From an optimization exercise on the open Yosys and OpenROAD flow, aimed at small area and a short achievable clock period; shortcuts taken in it are not production practice.
Only simulation tests tie the RTL to the original design; equivalence was not proved.
Power and IR drop assume default switching activity.

v6:
==> module fifo_mem, before the edit <==
module fifo_mem #(
  parameter int W  = 16,
  parameter int AW = 7,
  parameter int LO = 3,
  parameter int NB = 4
) (
  input  logic                  clk,
  input  logic [2**LO-1:0]      wr_lo,
  input  logic [2**(AW-LO)-1:0] wr_hi,
  input  logic [W-1:0]          wr_data,
  input  logic [2**AW-1:0]      rd_sel,
  output logic [NB*W-1:0]       rd_data
);
  localparam int DEPTH = 2 ** AW;
  localparam int NL    = 2 ** LO;
  logic [W-1:0] mem [DEPTH];
  always_ff @(posedge clk) begin
    for (int i = 0; i < DEPTH; i++) begin
      if (wr_lo[i % NL] && wr_hi[i / NL]) begin
        mem[i] <= wr_data;
      end
    end
  end
  always_comb begin
    for (int b = 0; b < NB; b++) begin
      rd_data[b*W +: W] = '0;
      for (int i = b; i < DEPTH; i += NB) begin
        rd_data[b*W +: W] = rd_data[b*W +: W] | (mem[i] & {W{rd_sel[i]}});
      end
    end
  end
endmodule
==> module stream_fifo, before the edit <==
module stream_fifo #(
  parameter int W         = 16,
  parameter int LGFLEN    = 7,
  parameter int AF_THRESH = fifo_pkg::def_af_thresh(LGFLEN),
  parameter int AE_THRESH = fifo_pkg::DEF_AE_THRESH
) (
  input  logic                          clk,
  input  logic                          rst_n,
  input  logic                          flush,
  input  logic [W-1:0]                  s_data,
  input  logic                          s_valid,
  output logic                          s_ready,
  output logic [W-1:0]                  m_data,
  output logic                          m_valid,
  input  logic                          m_ready,
  output logic [fifo_pkg::fill_width(LGFLEN)-1:0] fill,
  output logic                          almost_full,
  output logic                          almost_empty
);
  localparam int DEPTH = 2 ** LGFLEN;
  localparam int FW    = fifo_pkg::fill_width(LGFLEN);
  localparam int NB    = 4;                 
  if (W < 1) begin : g_bad_w
    $error("stream_fifo: W must be >= 1");
  end
  if (LGFLEN < 3) begin : g_bad_lgflen
    $error("stream_fifo: LGFLEN must be >= 3");
  end
  if (AF_THRESH < 1 || AF_THRESH > DEPTH) begin : g_bad_af
    $error("stream_fifo: AF_THRESH must be within 1..DEPTH");
  end
  if (AE_THRESH < 0 || AE_THRESH > DEPTH - 1) begin : g_bad_ae
    $error("stream_fifo: AE_THRESH must be within 0..DEPTH-1");
  end
  localparam int LO = LGFLEN / 2;
  localparam int NL = 2 ** LO;
  localparam int NH = 2 ** (LGFLEN - LO);
  logic [NL-1:0]     wr_lo;
  logic [NH-1:0]     wr_hi;
  logic [DEPTH-1:0]  rd_sel;    
  logic [NB-1:0]     rd_bank;   
  logic [NB-1:0]     wr_bank;   
  logic [NB*W-1:0]   bank_rd;
  logic [W-1:0]      win [NB];
  logic [W-1:0]      win_head;
  logic              do_write, do_read, up, dn;
  logic              one;       
  logic              tail_in_win;
  assign do_write = s_valid && s_ready;
  assign do_read  = m_ready && m_valid;
  assign up       = !flush && do_write && !do_read;
  assign dn       = !flush && do_read && !do_write;
  assign one      = m_valid && (fill <= FW'(1));
  always_comb begin
    for (int b = 0; b < NB; b++) begin
      wr_bank[b] = 1'b0;
      for (int i = b; i < NL; i += NB) wr_bank[b] = wr_bank[b] | wr_lo[i];
    end
  end
  assign tail_in_win = do_read ? (fill >= FW'(2) && fill <= FW'(NB + 1))
                               : (fill >= FW'(1) && fill <= FW'(NB));
  fifo_mem #(
    .W  (W),
    .AW (LGFLEN),
    .LO (LO),
    .NB (NB)
  ) u_mem (
    .clk     (clk),
    .wr_lo   (wr_lo),
    .wr_hi   (wr_hi),
    .wr_data (s_data),
    .rd_sel  (rd_sel),
    .rd_data (bank_rd)
  );
  always_ff @(posedge clk or negedge rst_n) begin
    if (!rst_n) begin
      wr_lo   <= NL'(1);
      wr_hi   <= NH'(1);
      rd_sel  <= DEPTH'(1) << (NB + 1);
      rd_bank <= NB'(2);
    end else if (flush) begin
      wr_lo   <= NL'(1);
      wr_hi   <= NH'(1);
      rd_sel  <= DEPTH'(1) << (NB + 1);
      rd_bank <= NB'(2);
    end else begin
      if (do_write) begin
        wr_lo <= {wr_lo[NL-2:0], wr_lo[NL-1]};
        if (wr_lo[NL-1]) wr_hi <= {wr_hi[NH-2:0], wr_hi[NH-1]};
      end
      if (do_read) begin
        rd_sel  <= {rd_sel[DEPTH-2:0], rd_sel[DEPTH-1]};
        rd_bank <= {rd_bank[NB-2:0], rd_bank[NB-1]};
      end
    end
  end
  always_ff @(posedge clk) begin
    for (int b = 0; b < NB; b++) begin
      if (tail_in_win && wr_bank[b]) begin
        win[b] <= s_data;
      end else if (do_read && rd_bank[b]) begin
        win[b] <= bank_rd[b*W +: W];
      end
    end
  end
  always_comb begin
    win_head = '0;
    for (int b = 0; b < NB; b++) begin
      win_head = win_head | (win[b] & {W{rd_bank[b]}});
    end
  end
  always_ff @(posedge clk or negedge rst_n) begin
    if (!rst_n) begin
      m_data <= '0;
    end else if (!m_valid || (one && m_ready)) begin
      m_data <= s_data;
    end else if (m_ready) begin
      m_data <= win_head;
    end
  end
  always_ff @(posedge clk or negedge rst_n) begin
    if (!rst_n) begin
      fill         <= '0;
      m_valid      <= 1'b0;
      s_ready      <= 1'b1;
      almost_full  <= 1'b0;
      almost_empty <= 1'b1;
    end else if (flush) begin
      fill         <= '0;
      m_valid      <= 1'b0;
      s_ready      <= 1'b1;
      almost_full  <= 1'b0;
      almost_empty <= 1'b1;
    end else if (up) begin
      fill         <= fill + FW'(1);
      m_valid      <= 1'b1;
      s_ready      <= (fill < FW'(DEPTH - 1));
      almost_full  <= (fill >= FW'(AF_THRESH - 1));
      almost_empty <= (fill < FW'(AE_THRESH));
    end else if (dn) begin
      fill         <= fill - FW'(1);
      m_valid      <= (fill > FW'(1));
      s_ready      <= 1'b1;
      almost_full  <= (fill > FW'(AF_THRESH));
      almost_empty <= (fill <= FW'(AE_THRESH + 1));
    end
  end
endmodule
make LEC_CHECK=0 CAP_MARGIN=20 CORE_MARGIN=2 CORE_UTILIZATION=40 SETUP_SLACK_MARGIN=2.6 SLEW_MARGIN=20 finish   # period 5.0 ns
run.sh (not shown) runs the stock make flow with config.mk's settings and CLKGATE_MAP_FILE= SYNTH_SCRIPT=/design/flow/synth_recipe.tcl, a recipe that flattens the netlist after the stock synthesis.
Input-level comparison between v7 and v6:
-- flow/design.v --
<<< v6, line 21
  input  logic [2**(AW-LO)-1:0] wr_hi,
  input  logic [W-1:0]          wr_data,
  input  logic [2**AW-1:0]      rd_sel,
  output logic [NB*W-1:0]       rd_data
);
>>> v7, line 21
  input  logic [2**(AW-LO)-1:0] wr_hi,
  input  logic [W-1:0]          wr_data,
  input  logic [2**LO-1:0]      rd_lo,
  input  logic [2**(AW-LO)-1:0] rd_hi,
  output logic [NB*W-1:0]       rd_data
);
<<< v6, line 34
    end
  end
  always_comb begin
    for (int b = 0; b < NB; b++) begin
      rd_data[b*W +: W] = '0;
>>> v7, line 35
    end
  end
  logic [DEPTH-1:0] rd_sel;
  always_comb begin
    for (int i = 0; i < DEPTH; i++) begin
      rd_sel[i] = rd_lo[i % NL] && rd_hi[i / NL];
    end
    for (int b = 0; b < NB; b++) begin
      rd_data[b*W +: W] = '0;
<<< v6, line 82
  logic [NL-1:0]     wr_lo;
  logic [NH-1:0]     wr_hi;
  logic [DEPTH-1:0]  rd_sel;    
  logic [NB-1:0]     rd_bank;   
  logic [NB-1:0]     wr_bank;   
>>> v7, line 87
  logic [NL-1:0]     wr_lo;
  logic [NH-1:0]     wr_hi;
  logic [NL-1:0]     rd_lo;     
  logic [NH-1:0]     rd_hi;     
  logic [NB-1:0]     rd_bank;   
  logic [NB-1:0]     wr_bank;   
<<< v6, line 114
    .wr_hi   (wr_hi),
    .wr_data (s_data),
    .rd_sel  (rd_sel),
    .rd_data (bank_rd)
  );
>>> v7, line 120
    .wr_hi   (wr_hi),
    .wr_data (s_data),
    .rd_lo   (rd_lo),
    .rd_hi   (rd_hi),
    .rd_data (bank_rd)
  );
<<< v6, line 121
      wr_lo   <= NL'(1);
      wr_hi   <= NH'(1);
      rd_sel  <= DEPTH'(1) << (NB + 1);
      rd_bank <= NB'(2);
    end else if (flush) begin
      wr_lo   <= NL'(1);
      wr_hi   <= NH'(1);
      rd_sel  <= DEPTH'(1) << (NB + 1);
      rd_bank <= NB'(2);
    end else begin
>>> v7, line 128
      wr_lo   <= NL'(1);
      wr_hi   <= NH'(1);
      rd_lo   <= NL'(1) << ((NB + 1) % NL);
      rd_hi   <= NH'(1) << ((NB + 1) / NL);
      rd_bank <= NB'(2);
    end else if (flush) begin
      wr_lo   <= NL'(1);
      wr_hi   <= NH'(1);
      rd_lo   <= NL'(1) << ((NB + 1) % NL);
      rd_hi   <= NH'(1) << ((NB + 1) / NL);
      rd_bank <= NB'(2);
    end else begin
<<< v6, line 134
      end
      if (do_read) begin
        rd_sel  <= {rd_sel[DEPTH-2:0], rd_sel[DEPTH-1]};
        rd_bank <= {rd_bank[NB-2:0], rd_bank[NB-1]};
      end
>>> v7, line 143
      end
      if (do_read) begin
        rd_lo   <= {rd_lo[NL-2:0], rd_lo[NL-1]};
        if (rd_lo[NL-1]) rd_hi <= {rd_hi[NH-2:0], rd_hi[NH-1]};
        rd_bank <= {rd_bank[NB-2:0], rd_bank[NB-1]};
      end
--- outcome ---
- Area after synthesis (v7 vs. v6) decreases by a few percent
- Sort v6 and v7 by area of the multi-input gates, descending, and v6 comes first.
- Per the comparison of v7 with v6, overall power consumption dropped about 5%; average size of a mapped cell rose about 4.4%; initial antenna violation count now smaller; smallest hold slack rose by 0.025 ns.

afterwards: timing with drivers on the ports:
The results above use ideal ports. As a check the final layouts listed here were re-extracted and re-timed, cells and wires unchanged. Step 1 assumes that a clkbuf_16 drives the clock port and a buf_2 every other input. Step 2, shift: input delay + t, output delay - t, t = (earliest + latest rising clock arrival at the registers) / 2. This alone moves slack from input paths to output paths. Three values: no drivers, after step 1, after step 2; two values: the first two.
| run | shift t [ns] | slack for setup (ns) | hold slack, ns | slew at the worst register clock pin (ns) |
|---|---|---|---|---|
| v6 | 0.928 | 2.433 / 2.391 / 1.618 | 0.141 / 0.093 / 0.525 | 0.07 / 0.07 |
| v7 | 0.950 | 2.442 / 2.346 / 1.808 | 0.166 / 0.132 / 0.561 | 0.07 / 0.07 |
After both steps every run listed still meets setup and hold. For v6, which loses most, drivers alone change the setup slack by -0.042 ns; drivers and shift together by -0.815 ns.
